Context: an optimization exercise on an open-source flow, tuned for small area. The choices shown serve that exercise and are no tape-out recipe.
In this exercise RTL edits were held to simulation tests only and were not proved equivalent to the original.
Power figures rest on the tool's default switching activity, not on a simulated workload.

## flow/flow/run.sh

```bash
#!/bin/bash
# The standard layout (standard.sh), with every input and output port
# buffered by the smallest buffer cell instead of the default delay buffer,
# and cells off the critical paths downsized after global routing.
set -euo pipefail
export BUFFER_PORTS_ARGS="-buffer_cell sky130_fd_sc_hd__buf_1"
export RECOVER_POWER=100
bash standard.sh > standard.log 2>&1
```

## flow/standard.sh

```bash
#!/bin/bash
# synth_recipe.tcl (not shown) runs the flow's synth.tcl, then flattens the netlist and writes it again
# the make line also repeats each setting of config.mk as NAME=value (left out here)
make -C /OpenROAD-flow-scripts/flow DESIGN_CONFIG=/design/flow/config.mk WORK_HOME=/design/flow/orfs CLKGATE_MAP_FILE= SYNTH_SCRIPT=/design/flow/synth_recipe.tcl "${@:-finish}"
```

## flow/config.mk

```make
export PLATFORM = sky130hd
export DESIGN_NAME = rv_core
export DESIGN_NICKNAME = rv_core
export VERILOG_FILES = /design/flow/design.v
export SDC_FILE = /design/flow/constraint.sdc
export NUM_CORES = 4
export LEC_CHECK = 0
export CAP_MARGIN = 20
export CELL_PAD_IN_SITES_DETAIL_PLACEMENT = 1
export CORE_MARGIN = 2
export CORE_UTILIZATION = 50
export CTS_BUF_LIST = sky130_fd_sc_hd__clkbuf_16
export CTS_CLUSTER_DIAMETER = 80
export CTS_CLUSTER_SIZE = 25
export SETUP_SLACK_MARGIN = 0.3
export SLEW_MARGIN = 20
export SYNTH_HIERARCHICAL = 1
```

## flow/constraint.sdc

```tcl
create_clock -name core_clock -period 12.0 [get_ports {clk}]
set_input_delay 2.4000 -clock core_clock [delete_from_list [all_inputs] [get_ports {clk}]]
set_output_delay 2.4000 -clock core_clock [all_outputs]
set_load 0.01 [all_outputs]
```

## flow/design.v

```verilog
`default_nettype none
package rv_pkg;
    localparam int xlen = 32;
    localparam logic [6:0] op_lui    = 7'b0110111;
    localparam logic [6:0] op_auipc  = 7'b0010111;
    localparam logic [6:0] op_jal    = 7'b1101111;
    localparam logic [6:0] op_jalr   = 7'b1100111;
    localparam logic [6:0] op_branch = 7'b1100011;
    localparam logic [6:0] op_load   = 7'b0000011;
    localparam logic [6:0] op_store  = 7'b0100011;
    localparam logic [6:0] op_opimm  = 7'b0010011;
    localparam logic [6:0] op_op     = 7'b0110011;
    localparam logic [3:0] alu_add    = 4'd0;
    localparam logic [3:0] alu_sub    = 4'd1;
    localparam logic [3:0] alu_sll    = 4'd2;
    localparam logic [3:0] alu_srl    = 4'd3;
    localparam logic [3:0] alu_sra    = 4'd4;
    localparam logic [3:0] alu_slt    = 4'd5;
    localparam logic [3:0] alu_sltu   = 4'd6;
    localparam logic [3:0] alu_xor    = 4'd7;
    localparam logic [3:0] alu_or     = 4'd8;
    localparam logic [3:0] alu_and    = 4'd9;
    localparam logic [3:0] alu_pass_b = 4'd10;
    localparam logic [2:0] imm_i = 3'd0;
    localparam logic [2:0] imm_s = 3'd1;
    localparam logic [2:0] imm_b = 3'd2;
    localparam logic [2:0] imm_u = 3'd3;
    localparam logic [2:0] imm_j = 3'd4;
    localparam logic [1:0] wb_mem = 2'd0;
    localparam logic [1:0] wb_alu = 2'd1;
    localparam logic [1:0] wb_pc4 = 2'd2;
    localparam logic [2:0] f3_beq  = 3'b000;
    localparam logic [2:0] f3_bne  = 3'b001;
    localparam logic [2:0] f3_blt  = 3'b100;
    localparam logic [2:0] f3_bge  = 3'b101;
    localparam logic [2:0] f3_bltu = 3'b110;
    localparam logic [2:0] f3_bgeu = 3'b111;
    localparam logic [2:0] width_b  = 3'b000;
    localparam logic [2:0] width_h  = 3'b001;
    localparam logic [2:0] width_w  = 3'b010;
    localparam logic [2:0] width_bu = 3'b100;
    localparam logic [2:0] width_hu = 3'b101;
    typedef union packed {
        struct packed {
            logic [6:0] funct7;
            logic [4:0] rs2;
            logic [4:0] rs1;
            logic [2:0] funct3;
            logic [4:0] rd;
            logic [6:0] opcode;
        } r;
        struct packed {
            logic [11:0] imm_11_0;
            logic [4:0]  rs1;
            logic [2:0]  funct3;
            logic [4:0]  rd;
            logic [6:0]  opcode;
        } i;
        struct packed {
            logic [6:0] imm_11_5;
            logic [4:0] rs2;
            logic [4:0] rs1;
            logic [2:0] funct3;
            logic [4:0] imm_4_0;
            logic [6:0] opcode;
        } s;
        struct packed {
            logic       imm_12;
            logic [5:0] imm_10_5;
            logic [4:0] rs2;
            logic [4:0] rs1;
            logic [2:0] funct3;
            logic [3:0] imm_4_1;
            logic       imm_11;
            logic [6:0] opcode;
        } b;
        struct packed {
            logic [19:0] imm_31_12;
            logic [4:0]  rd;
            logic [6:0]  opcode;
        } u;
        struct packed {
            logic       imm_20;
            logic [9:0] imm_10_1;
            logic       imm_11;
            logic [7:0] imm_19_12;
            logic [4:0] rd;
            logic [6:0] opcode;
        } j;
    } instr_word_u;
endpackage
`default_nettype wire
`default_nettype none
`timescale 1ns/100ps
module instr_ctl (
    input  logic [31:0] instr,
    input  logic        live,
    output logic        is_br,
    output logic        is_jal,
    output logic        is_jalr,
    output logic        is_store,
    output logic        sel_rs2,     
    output logic        sub,
    output logic        uns,
    output logic        wen,         
    output logic        mem_rd,
    output logic        mem_wr,
    output logic        w_sum,
    output logic        w_sr,
    output logic        w_sl,
    output logic        w_p,
    output logic        w_g,
    output logic        w_lt,
    output logic        w_ld,
    output logic        w_pc4,
    output logic        is_u,        
    output logic        rs1_en,      
    output logic        sel_pc       
);
    logic [6:0] op;
    logic [2:0] f3;
    logic       is_lui, is_auipc, is_load, is_op, is_alu;
    assign op = instr[6:0];
    assign f3 = instr[14:12];
    assign is_lui   = (op == rv_pkg::op_lui);
    assign is_auipc = (op == rv_pkg::op_auipc);
    assign is_jal   = (op == rv_pkg::op_jal);
    assign is_jalr  = (op == rv_pkg::op_jalr);
    assign is_br    = (op == rv_pkg::op_branch);
    assign is_load  = (op == rv_pkg::op_load);
    assign is_store = (op == rv_pkg::op_store);
    assign is_op    = (op == rv_pkg::op_op);
    assign is_alu   = is_op | (op == rv_pkg::op_opimm);
    assign sel_rs2 = is_op | is_br;
    assign sub     = is_br | (is_alu & (f3[2:1] == 2'b01)) | (is_op & (f3 == 3'b000) & instr[30]);
    assign uns     = is_br ? f3[1] : f3[0];
    assign wen    = live & (is_lui | is_auipc | is_jal | is_jalr | is_load | is_alu);
    assign mem_rd = live & is_load;
    assign mem_wr = live & is_store;
    assign is_u   = is_lui | is_auipc;
    assign rs1_en = ~is_u;
    assign sel_pc = is_auipc;
    assign w_sum = live & ((is_alu & (f3 == 3'b000)) | is_u);
    assign w_sl  = live & is_alu & (f3 == 3'b001);
    assign w_lt  = live & is_alu & (f3[2:1] == 2'b01);
    assign w_sr  = live & is_alu & (f3 == 3'b101);
    assign w_p   = live & is_alu & (f3 == 3'b100 || f3 == 3'b110);
    assign w_g   = live & is_alu & (f3 == 3'b111 || f3 == 3'b110);
    assign w_ld  = live & is_load;
    assign w_pc4 = live & (is_jal | is_jalr);
endmodule
`default_nettype wire
`default_nettype none
`timescale 1ns/100ps
module imm_gen (
    input  logic [31:0]  instr,
    input  logic         is_store,
    input  logic         is_u,
    input  logic         is_jal,
    output logic [31:0]  imm_alu,
    output logic [20:1]  imm_pc
);
    assign imm_alu[31:12] = is_u ? instr[31:12] : {20{instr[31]}};
    assign imm_alu[11]    = ~is_u & instr[31];
    assign imm_alu[10:5]  = {6{~is_u}} & instr[30:25];
    assign imm_alu[4:0]   = {5{~is_u}} & (is_store ? instr[11:7] : instr[24:20]);
    assign imm_pc = is_jal ? {instr[31], instr[19:12], instr[20], instr[30:21]}
                           : {{9{instr[31]}}, instr[7], instr[30:25], instr[11:8]};
endmodule
`default_nettype wire
`default_nettype none
`timescale 1ns/100ps
module rf_cell (
    input  logic clk,
    input  logic wd,
    input  logic en,
    input  logic en_n,
    output logic q
);
    always_ff @(posedge clk) begin
        q <= (wd & en) | (q & en_n);
    end
endmodule
module rf_aoi3 (
    input  logic [2:0] d,
    input  logic [2:0] s,
    output logic       y_n
);
    assign y_n = ~|(d & s);
endmodule
module rf_read_bit (
    input  logic [30:0] d,
    input  logic [30:0] s,
    output logic        y
);
    logic [10:0] t_n;
    for (genvar g = 0; g < 10; g++) begin : g_aoi
        rf_aoi3 u_aoi (.d(d[3*g +: 3]), .s(s[3*g +: 3]), .y_n(t_n[g]));
    end
    assign t_n[10] = ~(d[30] & s[30]);
    assign y = ~&t_n;
endmodule
module rf_aoi2 (
    input  logic [1:0] d,
    input  logic [1:0] s,
    output logic       y_n
);
    assign y_n = ~|(d & s);
endmodule
module rf_read_bit_x (
    input  logic [30:0] d,
    input  logic [30:0] s,
    input  logic        x,
    input  logic        xs,
    output logic        y
);
    logic [10:0] t_n;
    for (genvar g = 0; g < 10; g++) begin : g_aoi
        rf_aoi3 u_aoi (.d(d[3*g +: 3]), .s(s[3*g +: 3]), .y_n(t_n[g]));
    end
    rf_aoi2 u_aoi2 (.d({x, d[30]}), .s({xs, s[30]}), .y_n(t_n[10]));
    assign y = ~&t_n;
endmodule
module reg_file (
    input  logic         clk,
    input  logic         reset,
    input  logic [4:0]   rs1,
    input  logic         rs1_en,     
    input  logic [31:0]  pc,
    input  logic         sel_pc,     
    input  logic [4:0]   rs2,
    input  logic [4:0]   rd,
    input  logic         wen,
    input  logic [31:0]  wdata,
    output logic [31:0]  rdata1,
    output logic [31:0]  rdata2
);
    logic [31:0] wd;
    logic [31:1] en, en_n;
    logic [30:0] sel1, sel2;
    logic [30:0] q [32];    
    assign wd = wdata;    
    for (genvar r = 1; r < 32; r++) begin : g_row
        assign en[r]     = reset | (wen && rd == 5'(r));
        assign en_n[r]   = ~en[r];
        assign sel1[r-1] = rs1_en && (rs1 == 5'(r));
        assign sel2[r-1] = (rs2 == 5'(r));
        for (genvar b = 0; b < 32; b++) begin : g_bit
            rf_cell u_cell (.clk(clk), .wd(wd[b]), .en(en[r]), .en_n(en_n[r]), .q(q[b][r-1]));
        end
    end
    for (genvar b = 0; b < 32; b++) begin : g_rd
        rf_read_bit_x u_rd1 (.d(q[b]), .s(sel1), .x(pc[b]), .xs(sel_pc), .y(rdata1[b]));
        rf_read_bit u_rd2 (.d(q[b]), .s(sel2), .y(rdata2[b]));
    end
endmodule
`default_nettype wire
`default_nettype none
`timescale 1ns/100ps
module add_blk4 (
    input  logic [3:0] a,
    input  logic [3:0] b,
    input  logic       cin,
    output logic [3:0] p,
    output logic [3:0] g,
    output logic [3:0] s,
    output logic       bg,
    output logic       bp
);
    logic [4:0] c;
    assign p = a ^ b;
    assign g = a & b;
    assign bg = g[3] | (p[3] & (g[2] | (p[2] & (g[1] | (p[1] & g[0])))));
    assign bp = &p;
    assign c[0] = cin;
    for (genvar k = 0; k < 4; k++) begin : g_c
        assign c[k+1] = g[k] | (p[k] & c[k]);
    end
    assign s = p ^ c[3:0];
endmodule
module add_cla (
    input  logic bg,
    input  logic bp,
    input  logic cin,
    output logic cout
);
    assign cout = bg | (bp & cin);
endmodule
module alu_add (
    input  logic [31:0] a,
    input  logic [31:0] b,
    input  logic        cin,
    output logic [31:0] p,
    output logic [31:0] g,
    output logic [31:0] s,
    output logic        cout
);
    logic [8:0] c;
    logic [7:0] bg, bp;
    assign c[0] = cin;
    for (genvar k = 0; k < 8; k++) begin : g_blk
        add_blk4 u_blk (.a(a[4*k +: 4]), .b(b[4*k +: 4]), .cin(c[k]),
                        .p(p[4*k +: 4]), .g(g[4*k +: 4]), .s(s[4*k +: 4]),
                        .bg(bg[k]), .bp(bp[k]));
        add_cla u_cla (.bg(bg[k]), .bp(bp[k]), .cin(c[k]), .cout(c[k+1]));
    end
    assign cout = c[8];
endmodule
module mux2i_bit (
    input  logic a,
    input  logic b,
    input  logic s,
    output logic y_n
);
    assign y_n = ~(s ? b : a);
endmodule
module shifter (
    input  logic [31:0] a,
    input  logic        left,
    input  logic [4:0]  sh,
    input  logic        fill,
    output logic [31:0] y
);
    logic [31:0] l [6];    
    logic        fill_n;
    assign fill_n = ~fill;
    for (genvar k = 0; k < 32; k++) begin : g_rev
        mux2i_bit u_m (.a(a[k]), .b(a[31 - k]), .s(left), .y_n(l[0][k]));
    end
    for (genvar j = 0; j < 5; j++) begin : g_lvl
        for (genvar k = 0; k < 32; k++) begin : g_bit
            if (k + (1 << j) < 32) begin : g_in
                mux2i_bit u_m (.a(l[j][k]), .b(l[j][k + (1 << j)]), .s(sh[j]), .y_n(l[j+1][k]));
            end else begin : g_fill
                mux2i_bit u_m (.a(l[j][k]), .b((j % 2 == 0) ? fill_n : fill), .s(sh[j]), .y_n(l[j+1][k]));
            end
        end
    end
    assign y = l[5];
endmodule
module alu (
    input  logic [31:0]  a,
    input  logic [31:0]  b,
    input  logic         sub,
    input  logic         uns,      
    input  logic         arith,    
    input  logic         left,     
    output logic [31:0]  sum,
    output logic [31:0]  p,
    output logic [31:0]  g,
    output logic [31:0]  shr,      
    output logic         lt,
    output logic         eq
);
    logic [31:0] bx;
    logic        cout;
    assign bx = b ^ {32{sub}};
    alu_add u_add (.a(a), .b(bx), .cin(sub), .p(p), .g(g), .s(sum), .cout(cout));
    assign lt = (uns || (a[31] == b[31])) ? ~cout : a[31];
    assign eq = &p;
    shifter u_sh (.a(a), .left(left), .sh(b[4:0]), .fill(arith & a[31]), .y(shr));
endmodule
`default_nettype wire
`default_nettype none
`timescale 1ns/100ps
module lsu (
    input  logic [1:0]   addr,
    input  logic [2:0]   width,
    input  logic [31:0]  store_data,
    output logic [31:0]  dmem_wdata,
    output logic [3:0]   dmem_be,
    input  logic [31:0]  dmem_rdata,
    output logic [31:0]  load_data
);
    logic       word, half, byte_, sign;
    logic [1:0] la;
    logic [7:0] lane0, lane1;
    assign word  = width[1];
    assign half  = ~width[1] & width[0];
    assign byte_ = ~width[1] & ~width[0];
    assign dmem_wdata[7:0]   = store_data[7:0];
    assign dmem_wdata[15:8]  = byte_ ? store_data[7:0] : store_data[15:8];
    assign dmem_wdata[23:16] = word ? store_data[23:16] : store_data[7:0];
    assign dmem_wdata[31:24] = word ? store_data[31:24] : (half ? store_data[15:8] : store_data[7:0]);
    assign dmem_be[0] = word | (addr == 2'd0) | (half & ~addr[1]);
    assign dmem_be[1] = word | (addr == 2'd1) | (half & ~addr[1]);
    assign dmem_be[2] = word | (addr == 2'd2) | (half & addr[1]);
    assign dmem_be[3] = word | (addr == 2'd3) | (half & addr[1]);
    assign la = word ? 2'd0 : addr;
    always_comb begin
        case (la)
            2'd0: begin lane0 = dmem_rdata[7:0];   lane1 = dmem_rdata[15:8];  end
            2'd1: begin lane0 = dmem_rdata[15:8];  lane1 = dmem_rdata[23:16]; end
            2'd2: begin lane0 = dmem_rdata[23:16]; lane1 = dmem_rdata[31:24]; end
            default: begin lane0 = dmem_rdata[31:24]; lane1 = 8'd0; end
        endcase
    end
    assign sign = ~width[2] & ~word & (half ? lane1[7] : lane0[7]);
    assign load_data[7:0]   = lane0;
    assign load_data[15:8]  = ({8{~byte_}} & lane1) | {8{sign & byte_}};
    assign load_data[31:16] = ({16{word}} & dmem_rdata[31:16]) | {16{sign}};
endmodule
`default_nettype wire
`default_nettype none
`timescale 1ns/100ps
module tgt_fa (
    input  logic a,
    input  logic b,
    input  logic c,
    output logic s,
    output logic co
);
    assign s  = a ^ b ^ c;
    assign co = (a & b) | (a & c) | (b & c);
endmodule
module pc_hi_chain (
    input  logic [10:0] a,
    output logic [10:0] all_ones,
    output logic [10:0] all_zeros
);
    assign all_ones[0]  = 1'b1;
    assign all_zeros[0] = 1'b1;
    for (genvar k = 1; k < 11; k++) begin : g_c
        assign all_ones[k]  = all_ones[k-1] & a[k-1];
        assign all_zeros[k] = all_zeros[k-1] & ~a[k-1];
    end
endmodule
module tgt_add (
    input  logic [31:1] pc,
    input  logic [20:1] imm,
    output logic [31:1] t
);
    logic [21:1] c;
    logic [10:0] all_ones, all_zeros;
    logic        up, down;
    assign c[1] = 1'b0;
    for (genvar k = 1; k <= 20; k++) begin : g_fa
        tgt_fa u_fa (.a(pc[k]), .b(imm[k]), .c(c[k]), .s(t[k]), .co(c[k+1]));
    end
    pc_hi_chain u_ch (.a(pc[31:21]), .all_ones(all_ones), .all_zeros(all_zeros));
    assign up   = c[21] & ~imm[20];
    assign down = ~c[21] & imm[20];
    assign t[31:21] = pc[31:21] ^ (({11{up}} & all_ones) | ({11{down}} & all_zeros));
endmodule
module pc_inc (
    input  logic [31:2] pc,
    output logic [31:2] y
);
    logic [32:2] c;
    assign c[2] = 1'b1;
    for (genvar k = 2; k < 32; k++) begin : g_b
        assign y[k]   = pc[k] ^ c[k];
        assign c[k+1] = pc[k] & c[k];
    end
endmodule
module rv_datapath (
    input  logic         clk,
    input  logic         reset,
    output logic [31:0]  imem_addr,
    input  logic [31:0]  imem_data,
    output logic [31:0]  dmem_addr,
    output logic [31:0]  dmem_wdata,
    output logic [3:0]   dmem_be,
    output logic         dmem_we,
    output logic         dmem_re,
    input  logic [31:0]  dmem_rdata,
    output logic         retire_valid,
    output logic [31:0]  retire_pc,
    output logic         retire_rd_wen,
    output logic [4:0]   retire_rd,
    output logic [31:0]  retire_rd_data
);
    logic [31:0] instr;
    logic [2:0]  f3;
    logic        live;
    logic        is_br, is_jal, is_jalr, is_store, sel_rs2, sub, uns, wen, mem_rd, mem_wr;
    logic        w_sum, w_sr, w_sl, w_p, w_g, w_lt, w_ld, w_pc4;
    logic        is_u, rs1_en, sel_pc;
    logic [31:1] pc_q;
    logic [31:0] pc, pc4, tgt, next_pc;
    logic [20:1] imm_pc;
    logic [31:0] rs1v, rs2v, imm_alu, op_b;
    logic [31:0] sum, p, g, shr, load_data, wb;
    logic        lt, eq, taken;
    logic        n_tgt, n_sum, n_pc4;
    assign instr = imem_data;
    assign f3    = instr[14:12];
    assign live  = ~reset;
    instr_ctl u_instr_ctl (
        .instr    (instr),
        .live     (live),
        .is_br    (is_br),
        .is_jal   (is_jal),
        .is_jalr  (is_jalr),
        .is_store (is_store),
        .sel_rs2  (sel_rs2),
        .sub      (sub),
        .uns      (uns),
        .wen      (wen),
        .mem_rd   (mem_rd),
        .mem_wr   (mem_wr),
        .w_sum    (w_sum),
        .w_sr     (w_sr),
        .w_sl     (w_sl),
        .w_p      (w_p),
        .w_g      (w_g),
        .w_lt     (w_lt),
        .w_ld     (w_ld),
        .w_pc4    (w_pc4),
        .is_u     (is_u),
        .rs1_en   (rs1_en),
        .sel_pc   (sel_pc)
    );
    assign pc = {pc_q, 1'b0};
    pc_inc u_pc_inc (.pc(pc[31:2]), .y(pc4[31:2]));
    assign pc4[1:0] = pc[1:0];
    imm_gen u_imm_gen (
        .instr    (instr),
        .is_store (is_store),
        .is_u     (is_u),
        .is_jal   (is_jal),
        .imm_alu  (imm_alu),
        .imm_pc   (imm_pc)
    );
    tgt_add u_tgt (.pc(pc[31:1]), .imm(imm_pc), .t(tgt[31:1]));
    assign tgt[0] = 1'b0;
    reg_file u_reg_file (
        .clk    (clk),
        .reset  (reset),
        .rs1    (instr[19:15]),
        .rs1_en (rs1_en),
        .pc     (pc),
        .sel_pc (sel_pc),
        .rs2    (instr[24:20]),
        .rd     (instr[11:7]),
        .wen    (wen),
        .wdata  (wb),
        .rdata1 (rs1v),
        .rdata2 (rs2v)
    );
    assign op_b = sel_rs2 ? rs2v : imm_alu;
    alu u_alu (
        .a     (rs1v),
        .b     (op_b),
        .sub   (sub),
        .uns   (uns),
        .arith (instr[30] & f3[2]),
        .left  (~f3[2]),
        .sum   (sum),
        .p     (p),
        .g     (g),
        .shr   (shr),
        .lt    (lt),
        .eq    (eq)
    );
    assign taken = is_br & (f3[2] | ~f3[1]) & ((f3[2] ? lt : eq) ^ f3[0]);
    assign n_tgt = live & (is_jal | taken);
    assign n_sum = live & is_jalr;
    assign n_pc4 = live & ~(is_jal | taken | is_jalr);
    assign next_pc = ({32{n_tgt}} & tgt) | ({32{n_sum}} & {sum[31:1], 1'b0}) | ({32{n_pc4}} & pc4);
    always_ff @(posedge clk) begin
        pc_q <= next_pc[31:1];    
    end
    lsu u_lsu (
        .addr       (sum[1:0]),
        .width      (f3),
        .store_data (rs2v),
        .dmem_wdata (dmem_wdata),
        .dmem_be    (dmem_be),
        .dmem_rdata (dmem_rdata),
        .load_data  (load_data)
    );
    always_comb begin
        for (int k = 0; k < 32; k++) begin
            wb[k] = (w_sum & sum[k]) | (w_sr & shr[k]) | (w_sl & shr[31 - k])
                  | (w_p & p[k]) | (w_g & g[k]) | (w_ld & load_data[k])
                  | (w_pc4 & pc4[k]);
        end
        wb[0] = wb[0] | (w_lt & lt);
    end
    assign imem_addr      = pc;
    assign dmem_addr      = {sum[31:2], 2'b00};
    assign dmem_we        = mem_wr;
    assign dmem_re        = mem_rd;
    assign retire_valid   = live;
    assign retire_pc      = pc;
    assign retire_rd_wen  = wen & (instr[11:7] != 5'd0);
    assign retire_rd      = instr[11:7];
    assign retire_rd_data = wb;
endmodule
`default_nettype wire
`default_nettype none
`timescale 1ns/100ps
module rv_core (
    input  logic                     clk,
    input  logic                     reset,
    output logic [rv_pkg::xlen-1:0]  imem_addr,
    input  logic [rv_pkg::xlen-1:0]  imem_data,
    output logic [rv_pkg::xlen-1:0]  dmem_addr,
    output logic [rv_pkg::xlen-1:0]  dmem_wdata,
    output logic [3:0]               dmem_be,
    output logic                     dmem_we,
    output logic                     dmem_re,
    input  logic [rv_pkg::xlen-1:0]  dmem_rdata,
    output logic                     retire_valid,
    output logic [rv_pkg::xlen-1:0]  retire_pc,
    output logic                     retire_rd_wen,
    output logic [4:0]               retire_rd,
    output logic [rv_pkg::xlen-1:0]  retire_rd_data
);
    rv_datapath u_rv_datapath (
        .clk            (clk),
        .reset          (reset),
        .imem_addr      (imem_addr),
        .imem_data      (imem_data),
        .dmem_addr      (dmem_addr),
        .dmem_wdata     (dmem_wdata),
        .dmem_be        (dmem_be),
        .dmem_we        (dmem_we),
        .dmem_re        (dmem_re),
        .dmem_rdata     (dmem_rdata),
        .retire_valid   (retire_valid),
        .retire_pc      (retire_pc),
        .retire_rd_wen  (retire_rd_wen),
        .retire_rd      (retire_rd),
        .retire_rd_data (retire_rd_data)
    );
endmodule
`default_nettype wire
```

==> key figures, run 1 <==
Die
  • Die ar.: between 90000 and 100000 um2
  • # rows: about 110
  • Die width: ~310 um
  • Area of the core: 95200 um2
  • Initial Utilization: between 50% and 60%
  • IO Count: around 240
  • Die Y-Extent: 314 um

Clock tree
  • Num CTS Buffers: 51
  • Root Driver: clkbuf_16
  • Clock latency (worst-skew pair): just over 700 ps
  • CTS tree: yes
  • H-tree depth: 2
  • Clk pin slew, worst setup/hold paths: about 90 ps
  • Sink Count: between 1000 and 1500
  • Clock Tree Buf Depth: 3

Routing
  • DRC: 0
  • WL/cell: approximately 42 um
  • Vias per Instance: between 8 and 9
  • First-pass detailed-route iteration total: 14
  • Final WL: 253000 um
  • Starting DRT DRC Count: 12300
  • Via count: about 51000
  • Antenna Nets Post-Route: 0

STA
  • Hold Fails Final Rpt: 0
  • Fin crit period: 11880 ps
  • Fmax: around 84 MHz
  • Worst-Margin Slew: between 2000 and 3000 ps
  • Clock skew: between 20 and 30 ps
  • Fin crit share: between 90 and 100%
  • Setup violators final: 0
  • Slew margin rel.: -91.9%
  • Max Slew Vio Count: between 1000 and 1500
  • RSZ-0062 raised after global routing: yes

Placed design
  • Buffers on Ports: 234
  • Dpl hpwl: 180000 um
  • # placed instances: approximately 6000
  • Post-DP Area: 52600 um2
  • Final GP Congestion: ~1.1

Setup path
  • Worst r2r path cells: 25
  • CP Launch Point: imem_data[23]
  • Worst setup path category: in -> out
  • Critical R2R Capture: u_rv_datapath.pc_q[29]
  • Critical Path Start Type: input port
  • CP required: between 9000 and 10000 ps
  • CP max FO: 15
  • Arr. time, crit path: around 9500 ps
  • Reg2Reg Launch Point: u_rv_datapath.pc_q[1]
  • Slack of the worst reg-to-reg path: 2250 ps
  • CP Capture Type: output port

Synth
  • Top post-synthesis cells by area: dfxtp_1 (43%), a22o_1 (18%), a222oi_1 (14%)
  • Synth warn: 13
  • Synth area leader: dfxtp_1
  • Synth top area share: a little over two fifths
  • Synth Register Bits: about 1000
  • Sequential area share after synthesis: 42.6%
  • Synthesized area: roughly 48000 um2
  • Most frequent cell after synthesis: dfxtp_1
  • Share of flip-flops with an asynchronous set or reset: 0%
  • Prevailing post-synth register cell: dfxtp_1
  • Library cells used by synthesis: a little under 80
  • Number of synthesized flops with an enable pin: 0
  • Post-synth top cells: dfxtp_1 (1023), a22o_1 (992), a222oi_1 (672)
  • Mean post-synth cell area: 11.2 um2
  • Cells after synthesis: 4280

Power and ir drop
  • Power, Total: between 6 and 7 mW
  • Power Density: 115 nW/um2
  • VDD IR max: 116 uV
  • Leakage: a little over 20 nW

Flow run
  • Max-Cap Viols: 35

Hold path
  • Min-Delay Path Class: reg -> reg
  • Hold path cells: 1

Cells and area
  • Fin area: ~54000 um2
  • Syn-to-layout area delta: 12.8%
  • Seq. cell area: slightly above 20000 um2
  • Nets@finish: 4881
  • Share of post-route cells with drive strength above 1: a little under an eighth
  • Multi-input gate area in the final layout: 27400 um2
  • # fillers: a little over 10000
  • Final Instance Count excl. Fillers: ~6000

GRT
  • First-pass GRT wire length: 356000 um
  • Vias in the first global route: ~47000
  • Total Routing Usage GR: between 40% and 50%
  • GRT overflow: 0
  • Initial antenna violation count: 18
  • Largest net degree at the start of global routing: 59

Outcome
  • SO Faults: max-capacitance violations, max-slew violations
  • Status: complete, but fails checks
[registers in the layout (all words and copies together) (netlist names)]
| register | cells |
|---|---|
| u_rv_datapath.u_reg_file.g_row.g_bit.u_cell.q | 992 |
| u_rv_datapath.pc_q | 31 |
[routing by layer]
layer	GRT usage (%)	vias to the layer above	part of all wire, %
met5	0	-	0.053
met4	30.5	20	8.1
met3	16.4	882	15
met2	69.4	4368	40
met1	63.6	25500	37
li1	-	19800	-
[power breakdown]
part | switching (mW) | internal [mW]
sequential | 0.0346 | 3.42
clock | 1.25 | 0.865
combinational | 0.481 | 0.173
[layout make-up]
type,count,share of cell area [%]
multi-input cells,3056,50.6
flip-flops and latches,1023,37.8
repair buffers,527,5.41
well taps,1265,2.92
clock buffers,53,2.45
clock inverters,20,0.448
inverters,52,0.360
diodes,9,0.0416
[stage by stage]
step	worst slack (ps)	util (%)	TNS, ps	hold WS [ps]
finish	115	57.0	0	514
global route	139	56.9	0	522
CTS	270	57.0	0	511
detailed placement	-512	55.3	-5220	481
global placement	-310	55.2	-3190	477
floorplan	286	-	0	464
[timing repair]
action                                  in CTS  in global routing
cloned                                       2                  1
endpoints found under the setup margin      13                 32
pin swaps                                    5                 19
gates resized for setup                      3                 26
hold buffers                                 0                  0
setup buffers                                8                 17
hold endpoints to repair                     0                  0
[cell families (layout without fill, tap and decap cells)]
kind of cell | after synthesis | after routing | share of synthesized area (%)
AO/OA/AOI/OAI | 2002 | 2002 | 37.9
flip-flops | 1023 | 1023 | 42.6
AND/OR/NAND/NOR | 626 | 629 | 7.15
multiplexers | 259 | 259 | 5.55
buffers and inverters | 209 | 652 | 2.39
adder cells (fa/ha/maj) | 104 | 104 | 3.40
XOR/XNOR | 54 | 54 | 0.984
other | 3 | 17 | 0.0234
[per-module statistics from Yosys, one instance, submodules excluded, excerpt]
module       flip-flops and latches  cells
pc_inc                            0     30
lsu                               0    196
pc_hi_chain                       0     32
reg_file                          0    188
rv_datapath                      31    344
alu                               0     52
rf_cell                           1      2
[worst max-delay path, stage by stage]
cell      delay [ps]
clkbuf_1         290
clkbuf_1         300
nand2_1          120
buf_4            240
nor3_4           140
buf_4            210
clkbuf_1         250
a222oi_1         910
nand4_1          590
a2111o_1         700
mux2_2           420
xor2_1           280
ha_1             340
a21oi_1          190
o21ai_1           90
a21o_1           170
inv_1             70
fa_1             160
inv_1             50
fa_1             370
fa_1             380
xor2_1           210
clkbuf_1         360
buf_1            200
[cells in the final DEF (no fill, tap or decap), types with 29 or more instances in the layout]
master / n
dfxtp_1: 1023
a22o_1: 992
a222oi_1: 672
buf_4: 227
buf_1: 224
mux2i_1: 205
nand2_1: 160
nand4_1: 140
a22oi_1: 79
clkbuf_1: 65
ha_1: 60
nand3_1: 57
inv_1: 54
clkbuf_16: 53
mux2_2: 43
xor2_1: 43
a22oi_2: 41
a21o_1: 36
and2_1: 35
fa_1: 35
a2111o_1: 32
a21oi_4: 31
a221o_1: 30
nor2_4: 30
nor2_2: 29
[how the worst max path moves through the flow]
stage,endpoint,slack (ps),depth (start not counted)
2_1_floorplan,retire_rd_data[31],290,24
3_5_place_dp,u_rv_datapath.pc_q[27],-510,30
6_report,dmem_addr[31],120,24
3_3_place_gp,u_rv_datapath.pc_q[29],-310,30
5_1_grt,u_rv_datapath.pc_q[27],140,30
4_1_cts,retire_rd_data[26],270,24
==> run 2, diff against run 1 <==
==> flow/flow/run.sh (replaced) <==
#!/bin/bash
# The standard layout (standard.sh), with every input and output port
# buffered by the smallest buffer cell instead of the default delay buffer.
set -euo pipefail
export BUFFER_PORTS_ARGS="-buffer_cell sky130_fd_sc_hd__buf_1"
bash standard.sh > standard.log 2>&1
--- a/flow/config.mk
+++ b/flow/config.mk
@@ -12,6 +12,6 @@
 export CTS_BUF_LIST = sky130_fd_sc_hd__clkbuf_16
 export CTS_CLUSTER_DIAMETER = 80
 export CTS_CLUSTER_SIZE = 25
-export SETUP_SLACK_MARGIN = 0.3
+export SETUP_SLACK_MARGIN = 0.5
 export SLEW_MARGIN = 20
 export SYNTH_HIERARCHICAL = 1
==> run 2 against run 1 <==
The run now finishes clean. Via count grew 1.0%. Die area is the same. Routed wire length grew 1.6%. Utilization grew 1.2 points. Highest routed layer unchanged. Final cell count grew 0.42%. Largest power group unchanged. Flip-flop and latch count is the same.
==> key figures, run 2 <==
Cells and area
  • Max reg flops: slightly below 1000
  • Final Instance Count excl. Fillers: ~6000
  • Most flops, register: u_rv_datapath.u_reg_file.g_row.g_bit.u_cell.q
  • Commonest non-fill, non-tap cells in the layout: dfxtp_1 (1023), a22o_1 (992), a222oi_1 (672)
  • Share of post-route cells with drive strength above 1: between 10% and 20%
  • Nets@finish: slightly below 5000
  • Syn-to-layout area delta: 15.2%
  • Regs by FF count: u_rv_datapath.u_reg_file.g_row.g_bit.u_cell.q: 992 flops, u_rv_datapath.pc_q: 31 flops
  • Commonest non-fill, non-tap cell in the layout: dfxtp_1
  • Fin area: roughly 55000 um2

Clock tree
  • H-tree depth: 2
  • Clock Tree Buf Depth: 3
  • Sink Count: about 1000
  • Num CTS Buffers: 53
  • Clock latency (worst-skew pair): approximately 730 ps
  • Clk pin slew, worst setup/hold paths: around 90 ps
  • Hold_buf cts: 0
  • Root Driver: clkbuf_16
  • CTS tree: yes

GRT
  • First-pass GRT wire length: 358000 um
  • GRT overflow: 0
  • Initial antenna violation count: 15
  • Largest net degree at the start of global routing: 56
  • Vias in the first global route: approximately 47000
  • Total Routing Usage GR: ~49%

Power and ir drop
  • Leakage: approximately 21 nW
  • Comb pwr share: a little over a tenth
  • VDD IR max: 118 uV
  • Switch share: 28.6%
  • Power Density: about 120 nW/um2
  • Power, Total: 6.37 mW
  • Psw: between 1.5 and 2 mW
  • Seq pwr share: between 50% and 60%
  • Internal power: roughly 4.6 mW
  • Clock share of power: about a third

STA
  • Setup violators final: 0
  • Hold WS: 509 ps
  • Clock skew: 47.9 ps
  • Worst-Margin Slew: 1260 ps
  • Fmax: approximately 86 MHz
  • Max Slew Vio Count: 0
  • Fin crit share: 96.7%
  • Slew margin rel.: between 10% and 20%
  • RSZ-0062 raised after global routing: yes
  • Fin crit period: between 10000 and 15000 ps
  • Hold Fails Final Rpt: 0

Synth
  • Share of flip-flops with an asynchronous set or reset: 0%
  • Cells after synthesis: between 4000 and 5000
  • Mean post-synth cell area: approximately 11 um2
  • Number of synthesized flops with an enable pin: 0
  • Sequential area share after synthesis: approximately 43%
  • Top post-synthesis cells by area: dfxtp_1 (43%), a22o_1 (18%), a222oi_1 (14%)
  • Library cells used by synthesis: 77
  • Synthesized area: approximately 48000 um2
  • Post-synth top cells: dfxtp_1 (1023), a22o_1 (992), a222oi_1 (672)
  • Synth warn: 13
  • Synth top area share: between 40% and 50%
  • Synth Register Bits: 1023
  • Synth area leader: dfxtp_1
  • Prevailing post-synth register cell: dfxtp_1
  • Most frequent cell after synthesis: dfxtp_1

Hold path
  • End of the worst hold path: u_rv_datapath.u_reg_file.g_row[4].g_bit[23].u_cell.q
  • Hold path cells: 1
  • Min-Delay Path Class: reg -> reg
  • Hold wc startpoint: u_rv_datapath.u_reg_file.g_row[4].g_bit[23].u_cell.q

Routing
  • Final WL: ~260000 um
  • Starting DRT DRC Count: around 13000
  • Antenna Nets Post-Route: 0
  • Via count: just over 50000
  • Met3 WL: 40200 um
  • Vias per Instance: between 8 and 9
  • Highest metal used: met5
  • WL/cell: 42.6 um
  • WL met2: 104000 um
  • WL met1: roughly 93000 um
  • DRC: 0
  • First-pass detailed-route iteration total: 15

Setup path
  • CP Capture Type: output port
  • Worst setup path category: in -> out
  • Worst r2r path cells: 25
  • Slack of the worst reg-to-reg path: 2790 ps
  • Crit-path leading delay family: compound AO/OA/AOI/OAI gates
  • WP buf/inv: 6
  • Max incr delay on CP: roughly 820 ps
  • Critical Path, Cell by Cell: buf_1 > buf_4 > nand4b_1 > nor2_2 > buf_4 > a222oi_1 > nand4_1 > or3_4 > ha_1 > and4_1 > a21o_1 > a21o_1 > a21o_1 > inv_1 > fa_1 > inv_1 > fa_1 > fa_1 > a222oi_1 > nand3_2 > buf_1
  • Arr. time, crit path: a little over 9000 ps
  • CP max FO: 19
  • CP Launch Point: imem_data[19]
  • Critical Path Start Type: input port
  • CP required: ~9600 ps
  • Max stage delay cell, worst path: a222oi_1
  • Critical R2R Capture: u_rv_datapath.pc_q[31]
  • Reg2Reg Launch Point: u_rv_datapath.pc_q[1]

Placed design
  • Post-DP Area: roughly 53000 um2
  • Buffers on Ports: about 230
  • # placed instances: between 5000 and 6000
  • Final GP Congestion: between 1 and 1.5
  • Dpl hpwl: approximately 180000 um

Outcome
  • Status: timing/DRC/antenna clean

Die
  • Area of the core: about 95000 um2
  • IO Count: 239
  • Die width: around 310 um
  • Initial Utilization: roughly half
  • Die Y-Extent: around 310 um
  • Die ar.: 98600 um2
  • # rows: 113

Flow run
  • Max-Cap Viols: 0
## run 2: what timing repair did
item,in CTS,in global routing
setup buffers,9,41
pin swaps,8,43
resized for setup,11,63
gates cloned,1,1
hold endpoints to repair,0,0
endpoints found under the setup margin,8,35
## run 2: logic make-up after synthesis
logic type	Yosys count	synth area share, %
other cells	3	0.0234
simple gates	626	7.15
flops	1023	42.6
buf+inv	209	2.39
mux	259	5.55
compound gates	2002	37.9
fa+ha+maj	104	3.40
xor+xnor	54	0.984
## run 2: how the worst max path moves through the flow
stage | to | cells after the start
5_1_grt | retire_rd_data[31] | 27
6_report | retire_rd_data[26] | 21
4_1_cts | retire_rd_data[26] | 27
3_3_place_gp | u_rv_datapath.pc_q[26] | 30
2_1_floorplan | u_rv_datapath.pc_q[30] | 30
3_5_place_dp | u_rv_datapath.pc_q[26] | 30
## run 2: layer usage
metal  track usage, %  vias to the layer above
li1                 -                    19800
met3             18.5                      925
met2             69.3                     4734
met5                0                        -
met4             29.5                       22
met1             63.8                    25500
## run 2: power groups by stage
| stage | sequential [mW] | combinational [mW] | clock, mW |
|---|---|---|---|
| 2_1_floorplan | 3.52 | 0.323 | 0 |
| 3_3_place_gp | 3.53 | 0.614 | 0 |
| 3_5_place_dp | 3.53 | 0.630 | 0 |
| 4_1_cts | 3.46 | 0.635 | 2.21 |
| 5_1_grt | 3.46 | 0.695 | 2.32 |
| 6_report | 3.46 | 0.695 | 2.22 |
## run 2: per-module statistics from Yosys, one instance, submodules excluded, excerpt
module         cells  copies in the design  flip-flops and latches
lsu              196                     1                       0
reg_file         188                     1                       0
pc_inc            30                     1                       0
pc_hi_chain       32                     1                       0
rf_cell            2                   992                       1
rf_read_bit        4                    32                       0
rf_read_bit_x      4                    32                       0
tgt_fa             1                    20                       0
rf_aoi2            1                    32                       0
rf_aoi3            1                   640                       0
shifter            1                     1                       0
## run 2: metrics by stage
| stage | TNS, ps | utilization, % | worst slack [ps] |
|---|---|---|---|
| 2_1_floorplan | 0 | - | 516 |
| 3_3_place_gp | 0 | 55.2 | 45.2 |
| 3_5_place_dp | -545 | 55.4 | -93.1 |
| 4_1_cts | 0 | 57.3 | 509 |
| 5_1_grt | 0 | 58.1 | 441 |
| 6_report | 0 | 58.1 | 396 |
## run 2: area by class of cell
type | count | area, um2
sequential | 1023 | 20500
clock buffer | 54 | 1350
multi-input combinational | 3054 | 27600
inverter | 52 | 199
clock inverter | 23 | 367
timing repair buffer | 556 | 3690
tap | 1265 | 1580
fill | 9909 | 39800
antenna | 3 | 7.51
==> run 3, diff against run 2 <==
--- a/flow/config.mk
+++ b/flow/config.mk
@@ -12,6 +12,6 @@
 export CTS_BUF_LIST = sky130_fd_sc_hd__clkbuf_16
 export CTS_CLUSTER_DIAMETER = 80
 export CTS_CLUSTER_SIZE = 25
-export SETUP_SLACK_MARGIN = 0.5
+export SETUP_SLACK_MARGIN = 0.3
 export SLEW_MARGIN = 20
 export SYNTH_HIERARCHICAL = 1
==> run 3 against run 2 <==
Global-route usage down 0.35 points. Clock-buffer cell count shrank 1. Utilization is 0.82 points lower. First-iteration DRC count decreased by 4.9%. Die area unchanged. Final cell count shrank 0.45%. Clock skew shrank 18 ps. Critical endpoint unchanged.
==> key figures, run 3 <==
Outcome
  • Status: timing/DRC/antenna clean

Cells and area
  • Nets@finish: roughly 4900
  • # fillers: between 10000 and 15000
  • Multi-input gate area in the final layout: 27500 um2
  • Final Instance Count excl. Fillers: 6003
  • Commonest non-fill, non-tap cells in the layout: dfxtp_1 (1023), a22o_1 (992), a222oi_1 (672)
  • Syn-to-layout area delta: 13.5%
  • Regs by FF count: u_rv_datapath.u_reg_file.g_row.g_bit.u_cell.q: 992 flops, u_rv_datapath.pc_q: 31 flops
  • Most flops, register: u_rv_datapath.u_reg_file.g_row.g_bit.u_cell.q
  • Seq. cell area: approximately 20000 um2
  • Max reg flops: between 900 and 1000
  • Fin area: about 55000 um2
  • Commonest non-fill, non-tap cell in the layout: dfxtp_1
  • Share of post-route cells with drive strength above 1: a little over an eighth

Synth
  • Top post-synthesis cells by area: dfxtp_1 (43%), a22o_1 (18%), a222oi_1 (14%)
  • Number of synthesized flops with an enable pin: 0
  • Synth area leader: dfxtp_1
  • Sequential area share after synthesis: between 40% and 50%
  • Synth Register Bits: roughly 1000
  • Mean post-synth cell area: ~11 um2
  • Cells after synthesis: 4280
  • Prevailing post-synth register cell: dfxtp_1
  • Synthesized area: between 40000 and 50000 um2
  • Synth warn: 13
  • Synth top area share: a little over two fifths
  • Library cells used by synthesis: between 70 and 80
  • Share of flip-flops with an asynchronous set or reset: 0%
  • Most frequent cell after synthesis: dfxtp_1
  • Post-synth top cells: dfxtp_1 (1023), a22o_1 (992), a222oi_1 (672)

Die
  • Initial Utilization: 50.5%
  • IO Count: approximately 240
  • Die width: ~310 um
  • Die Y-Extent: about 310 um
  • Die ar.: ~99000 um2
  • # rows: approximately 110
  • Area of the core: 95200 um2

Routing
  • WL/cell: roughly 42 um
  • Final WL: 253000 um
  • Vias per Instance: 8.40
  • Starting DRT DRC Count: roughly 12000
  • Via count: a little over 50000
  • First-pass detailed-route iteration total: 14
  • Antenna Nets Post-Route: 0
  • DRC: 0

Clock tree
  • Num CTS Buffers: 51
  • Clk pin slew, worst setup/hold paths: about 90 ps
  • H-tree depth: 2
  • Clock latency (worst-skew pair): ~730 ps
  • Sink Count: 1023
  • CTS tree: yes
  • Root Driver: clkbuf_16
  • Clock Tree Buf Depth: 3

Placed design
  • Final GP Congestion: approximately 1.1
  • Post-DP Area: 52600 um2
  • # placed instances: just under 6000
  • Dpl hpwl: 180000 um
  • Buffers on Ports: between 200 and 250

GRT
  • Global-route met2 utilization: slightly below 70%
  • GRT overflow: 0
  • M1 GR Usage: a little under two thirds
  • Largest net degree at the start of global routing: a little under 60
  • Total Routing Usage GR: approximately half
  • Vias in the first global route: 47200
  • Met3 usage: about 16%
  • First-pass GRT wire length: 356000 um
  • Grt peak-use layer: met2
  • Initial antenna violation count: 16

Hold path
  • Min-Delay Path Class: reg -> reg

Power and ir drop
  • Seq pwr share: between 50% and 60%
  • Internal power: about 4.5 mW
  • Leakage: approximately 21 nW
  • Switch share: 28.4%
  • Power Density: approximately 110 nW/um2
  • Psw: approximately 1.8 mW
  • Clock share of power: approximately 34%
  • VDD IR max: 117 uV
  • Comb pwr share: between 10% and 20%

STA
  • Max Slew Vio Count: 0
  • Slew margin rel.: a little over an eighth
  • Clock skew: 30.2 ps
  • Fin crit period: ~12000 ps
  • Fin crit share: 98.7%
  • RSZ-0062 raised after global routing: yes
  • Fmax: between 80 and 90 MHz
  • Worst-Margin Slew: roughly 1300 ps
  • Hold Fails Final Rpt: 0
  • Hold WS: 510 ps
  • Setup violators final: 0

Flow run
  • Max-Cap Viols: 0

Setup path
  • CP required: about 9600 ps
  • Arr. time, crit path: roughly 9400 ps
  • CP Capture Type: output port
  • Worst setup path category: in -> out
  • Max incr delay on CP: a little under 900 ps
  • Critical Path Start Type: input port
  • Critical Path, Cell by Cell: buf_1 > or3b_1 > nor2_2 > a222oi_1 > nand4_1 > a2111o_1 > mux2_2 > xor2_1 > ha_1 > and4_1 > a21o_1 > a21o_1 > a21o_1 > inv_1 > fa_1 > inv_1 > fa_1 > fa_1 > a222oi_1 > nand3_2 > buf_1
  • Max stage delay cell, worst path: a222oi_1
  • CP max FO: 12
run 3: cell counts after synthesis:
Identical to the previous run, type by type.
run 3: worst max-delay path, delay by kind of cell:
| family | cells | cell delay [ps] |
|---|---|---|
| and+or+nand+nor | 5 | 1760 |
| AOI/OAI and AO/OA | 6 | 2480 |
| adders and majority gates | 4 | 1390 |
| buffers and inverters | 4 | 810 |
| xor gates and xnor gates | 1 | 260 |
| muxes | 1 | 310 |
run 3: metrics by stage:
step	power (mW)	setup TNS [ps]	setup WS [ps]	utilization [%]
3_5_place_dp	4.15	-5220	-512	55.3
2_1_floorplan	3.85	0	286	-
5_1_grt	6.35	0	257	57.3
6_report	6.24	0	159	57.3
3_3_place_gp	4.14	-3190	-310	55.2
4_1_cts	6.18	0	270	57.0
run 3: repair_timing:
item,4_1_cts,5_1_grt
gates cloned,2,1
hold buffers,0,0
gates resized for setup,3,26
endpoints found under the setup margin,13,32
setup buffers,8,17
pin swaps,5,19
run 3: routing by layer:
layer | up-vias | part of all wire (%)
met1 | 25500 | 37
li1 | 19700 | -
met3 | 853 | 14
met5 | - | 0.049
met2 | 4265 | 41
met4 | 18 | 7.8
run 3: cells by family after synthesis:
group,share of synthesized area [%]
compound gates,37.9
xor+xnor,0.984
fa+ha+maj,3.40
buf+inv,2.39
flops,42.6
mux,5.55
other cells,0.0234
simple gates,7.15
run 3: layout make-up:
class,count,share of cell area [%]
antenna,7,0.0321
timing repair buffer,527,5.80
multi-input combinational,3056,50.5
inverter,52,0.358
clock inverter,20,0.445
clock buffer,53,2.43
tap,1265,2.90
sequential,1023,37.5
run 3: modules after synthesis (local to each module, per instance), a selection:
| module | times used | cell area [um2] | cells inside |
|---|---|---|---|
| add_cla | 8 | 7.51 | 1 |
| alu | 1 | 403 | 52 |
| imm_gen | 1 | 495 | 94 |
| lsu | 1 | 1220 | 196 |
| mux2i_bit | 192 | 10.0 | 1 |
| pc_hi_chain | 1 | 201 | 32 |
| pc_inc | 1 | 363 | 30 |
| reg_file | 1 | 1030 | 188 |
| rf_aoi3 | 640 | 10.0 | 1 |
| rf_read_bit | 32 | 27.5 | 4 |
| tgt_fa | 20 | 20.0 | 1 |
run 3: worst paths after layout:
kind,from,end,slack [ps],depth (start not counted)
min reg2reg,register,register,510,1
max,imem_data[23],retire_rd_data[26],160,21
max reg2reg,u_rv_datapath.pc_q[1],u_rv_datapath.pc_q[27],2410,25
min,register,register,510,1
run 3: power by group through the flow:
stage	combinational (mW)	sequential, mW	clock (mW)
final	0.658	3.46	2.12
after global placement	0.605	3.53	0
after detailed placement	0.615	3.53	0
after global routing	0.663	3.46	2.22
after CTS	0.619	3.46	2.11
after floorplan	0.324	3.52	0
==> run 4, diff against run 3 <==
==> flow/run.sh (new file) <==
#!/bin/bash
# synth_recipe.tcl (not shown) runs the flow's synth.tcl, then flattens the netlist and writes it again
# the make line also repeats each setting of config.mk as NAME=value (left out here)
make -C /OpenROAD-flow-scripts/flow DESIGN_CONFIG=/design/flow/config.mk WORK_HOME=/design/flow/orfs CLKGATE_MAP_FILE= SYNTH_SCRIPT=/design/flow/synth_recipe.tcl finish
--- a/flow/config.mk
+++ b/flow/config.mk
@@ -12,6 +12,6 @@
 export CTS_BUF_LIST = sky130_fd_sc_hd__clkbuf_16
 export CTS_CLUSTER_DIAMETER = 80
 export CTS_CLUSTER_SIZE = 25
-export SETUP_SLACK_MARGIN = 0.3
+export SETUP_SLACK_MARGIN = 0.5
 export SLEW_MARGIN = 20
 export SYNTH_HIERARCHICAL = 1
removed: flow/flow/run.sh
removed: flow/standard.sh
==> run 4 against run 3 <==
Global-route usage is 0.65 points higher. Synthesized cell count did not move. Highest routed layer unchanged. Setup slack better by 100 ps. Final cell count grew 1.8%. Still clean. Sequential share of layout area shrank 1.9 points. Clock-buffer cell count stayed put. Design area is 5.3% higher. Largest power group unchanged. Total power grew 2.0%.
==> key figures, run 4 <==
Synth
  • Cells after synthesis: ~4300
  • Sequential area share after synthesis: 42.6%
  • Share of flip-flops with an asynchronous set or reset: 0%
  • Number of synthesized flops with an enable pin: 0
  • Top post-synthesis cells by area: dfxtp_1 (43%), a22o_1 (18%), a222oi_1 (14%)
  • Synthesized area: a little under 50000 um2
  • Synth Register Bits: between 1000 and 1500
  • Synth area leader: dfxtp_1
  • Mean post-synth cell area: between 10 and 15 um2
  • Synth top area share: between 40% and 50%
  • Post-synth top cells: dfxtp_1 (1023), a22o_1 (992), a222oi_1 (672)
  • Synth warn: 13
  • Prevailing post-synth register cell: dfxtp_1
  • Most frequent cell after synthesis: dfxtp_1
  • Library cells used by synthesis: 77

STA
  • Setup violators final: 0
  • Fin crit share: between 90% and 100%
  • Fin crit period: 11740 ps
  • Hold WS: approximately 510 ps
  • Fmax: 85.2 MHz
  • Clock skew: 43.7 ps
  • Slew margin rel.: 17.1%
  • Worst-Margin Slew: ~1200 ps
  • RSZ-0062 raised after global routing: yes
  • Max Slew Vio Count: 0
  • Hold Fails Final Rpt: 0

Setup path
  • Worst setup path category: in -> out
  • Crit-path leading delay family: buffers and inverters
  • WP buf/inv: 6
  • CP Capture Type: output port
  • Critical Path Start Type: input port
  • Arr. time, crit path: about 9300 ps
  • CP required: 9600 ps
  • Critical Path, Cell by Cell: clkdlybuf4s50_1 > buf_4 > nand4b_1 > buf_6 > buf_4 > nor2_2 > buf_4 > a222oi_1 > nand4_1 > or3_1 > mux2i_1 > mux2i_1 > mux2i_1 > mux2i_1 > mux2i_1 > mux2i_1 > a22oi_1 > nand3_1 > clkdlybuf4s50_1
  • Max stage delay cell, worst path: clkdlybuf4s50_1
  • Crit path top cell by count: mux2i_1
  • CP max FO: 11
  • Max incr delay on CP: 890 ps

Outcome
  • Status: timing/DRC/antenna clean

Placed design
  • Final GP Congestion: 1.11
  • Buffers on Ports: between 200 and 250
  • Post-DP Area: 54600 um2
  • Dpl hpwl: about 180000 um

Die
  • IO Count: approximately 240
  • Initial Utilization: between 50% and 60%
  • Die Y-Extent: around 310 um
  • # rows: 113
  • Die width: between 300 and 400 um
  • Area of the core: ~95000 um2
  • Die ar.: between 90000 and 100000 um2

GRT
  • Vias in the first global route: ~48000
  • M1 GR Usage: 62.9%
  • GRT overflow: 0
  • Largest net degree at the start of global routing: 49
  • Total Routing Usage GR: around half
  • Global-route met2 utilization: 71.6%
  • Initial antenna violation count: 14
  • Grt peak-use layer: met2
  • First-pass GRT wire length: around 360000 um
  • Met3 usage: a little under a fifth

Cells and area
  • Regs by FF count: u_rv_datapath.u_reg_file.g_row.g_bit.u_cell.q: 992 flops, u_rv_datapath.pc_q: 31 flops
  • Syn-to-layout area delta: 19.6%
  • Commonest non-fill, non-tap cells in the layout: dfxtp_1 (1023), a22o_1 (992), a222oi_1 (672)
  • Nets@finish: around 5000
  • Fin area: 57400 um2
  • Commonest non-fill, non-tap cell in the layout: dfxtp_1
  • Max reg flops: ~1000
  • Most flops, register: u_rv_datapath.u_reg_file.g_row.g_bit.u_cell.q
  • Core Util, Final: just over 60%
  • Share of post-route cells with drive strength above 1: 16.7%

Routing
  • WL/cell: roughly 42 um
  • Antenna Nets Post-Route: 0
  • First-pass detailed-route iteration total: 14
  • Final WL: 258000 um
  • Starting DRT DRC Count: approximately 13000
  • DRC: 0
  • Via count: a little over 50000
  • Vias per Instance: 8.43

Clock tree
  • Root Driver: clkbuf_16
  • Sink Count: ~1000
  • Num CTS Buffers: 52
  • Clock latency (worst-skew pair): roughly 730 ps
  • Clock Tree Buf Depth: 3
  • H-tree depth: 2
  • CTS tree: yes
  • Hold_buf cts: 0
  • Clk pin slew, worst setup/hold paths: ~100 ps

Power and ir drop
  • Leakage: between 20 and 25 nW
  • Power Density: between 100 and 150 nW/um2
  • VDD IR max: between 100 and 150 uV

Flow run
  • Max-Cap Viols: 0

Hold path
  • Min-Delay Path Class: reg -> reg
run 4: cell counts after synthesis:
No cell type changed its count.
run 4: kinds of logic after synthesis:
logic type	Yosys count	share of synthesized area, %
mux	259	5.55
fa+ha+maj	104	3.40
simple gates	626	7.15
buf+inv	209	2.39
flops	1023	42.6
compound gates	2002	37.9
xor+xnor	54	0.984
other cells	3	0.0234
run 4: stage by stage:
stage | setup TNS [ps] | setup slack, ps | std cells | power (mW)
finish | 0 | 258 | 6112 | 6.36
CTS | 0 | 298 | 6061 | 6.28
floorplan | 0 | 516 | 4285 | 3.85
global placement | -4130 | -369 | 5962 | 4.20
detailed placement | -5490 | -480 | 5964 | 4.21
global route | 0 | 459 | 6110 | 6.47
run 4: power breakdown:
part | leakage (nW) | switching (mW) | internal [mW]
clock | 0.789 | 1.26 | 0.892
combinational | 13.3 | 0.515 | 0.237
sequential | 8.25 | 0.0361 | 3.42
run 4: path summary, 6_finish.rpt:
| path | startpoint | to | slack, ps | depth (start not counted) |
|---|---|---|---|---|
| setup / recovery | imem_data[19] | retire_rd_data[13] | 260 | 19 |
| hold / removal | register | register | 510 | 1 |
| setup reg to reg | u_rv_datapath.pc_q[1] | u_rv_datapath.pc_q[22] | 2960 | 25 |
| hold reg to reg | register | register | 510 | 1 |
run 4: metal layers:
layer | up-vias | routed length (um)
met4 | 14 | 20900
li1 | 20000 | -
met2 | 4757 | 105000
met5 | - | 89
met1 | 25800 | 92200
met3 | 964 | 39800
run 4: cell type report:
cell class                 count  area (um2)
fill                        9832       37700
tap                         1265        1580
timing repair buffer         633        5720
clock buffer                  53        1330
clock inverter                19         293
multi-input combinational   3061       27800
sequential                  1023       20500
antenna                        6        15.0
inverter                      52         200
run 4: modules after synthesis, one instance, submodules excluded, excerpt:
module	times used	flops+latches	cell area, um2
rf_read_bit_x	32	0	23.8
imm_gen	1	0	495
reg_file	1	0	1030
alu	1	0	403
rv_datapath	1	31	3020
pc_hi_chain	1	0	201
rf_read_bit	32	0	27.5
mux2i_bit	192	0	10.0
shifter	1	0	3.75
pc_inc	1	0	363
instr_ctl	1	0	324
rf_aoi2	32	0	12.5
tgt_fa	20	0	20.0
add_blk4	8	0	165
add_cla	8	0	7.51
lsu	1	0	1220
run 4: what timing repair did:
| action | in CTS | in global routing |
|---|---|---|
| gates cloned | 7 | 6 |
| setup buffers | 18 | 35 |
| endpoints found under the setup margin | 54 | 51 |
| resized for setup | 65 | 89 |
| pin swaps | 40 | 74 |

-- re-timing with driven ports --
How much do the figures lean on ideal ports? The routed layouts below were timed once more, with nothing changed but the port constraints. Step 1: set_driving_cell puts a clkbuf_16 on clk and a buf_2 on each other input, an assumption about the parent block. Step 2 moves the port delays by t, midway between the first and last clock arrival at a register: inputs arrive t later, outputs are due t later. That takes back most of the time a late clock gives input paths. Slacks: ideal / step 1 / step 2; pairs: ideal / step 1.
run | shift t [ns] | slack for setup (ns) | slew at the worst register clock pin (ns) | pins driven straight from the clock port
run 1 | 0.792 | 0.115 / 0.089 / -0.548 | 0.11 / 0.11 | 1
run 2 | 0.795 | 0.396 / 0.369 / -0.075 | 0.11 / 0.11 | 1
run 3 | 0.795 | 0.159 / 0.127 / -0.313 | 0.11 / 0.11 | 1
run 4 | 0.782 | 0.258 / 0.230 / -0.122 | 0.11 / 0.11 | 1
The setup slack of run 1, which loses most, moves by -0.026 ns with the drivers and by -0.663 ns with both steps.
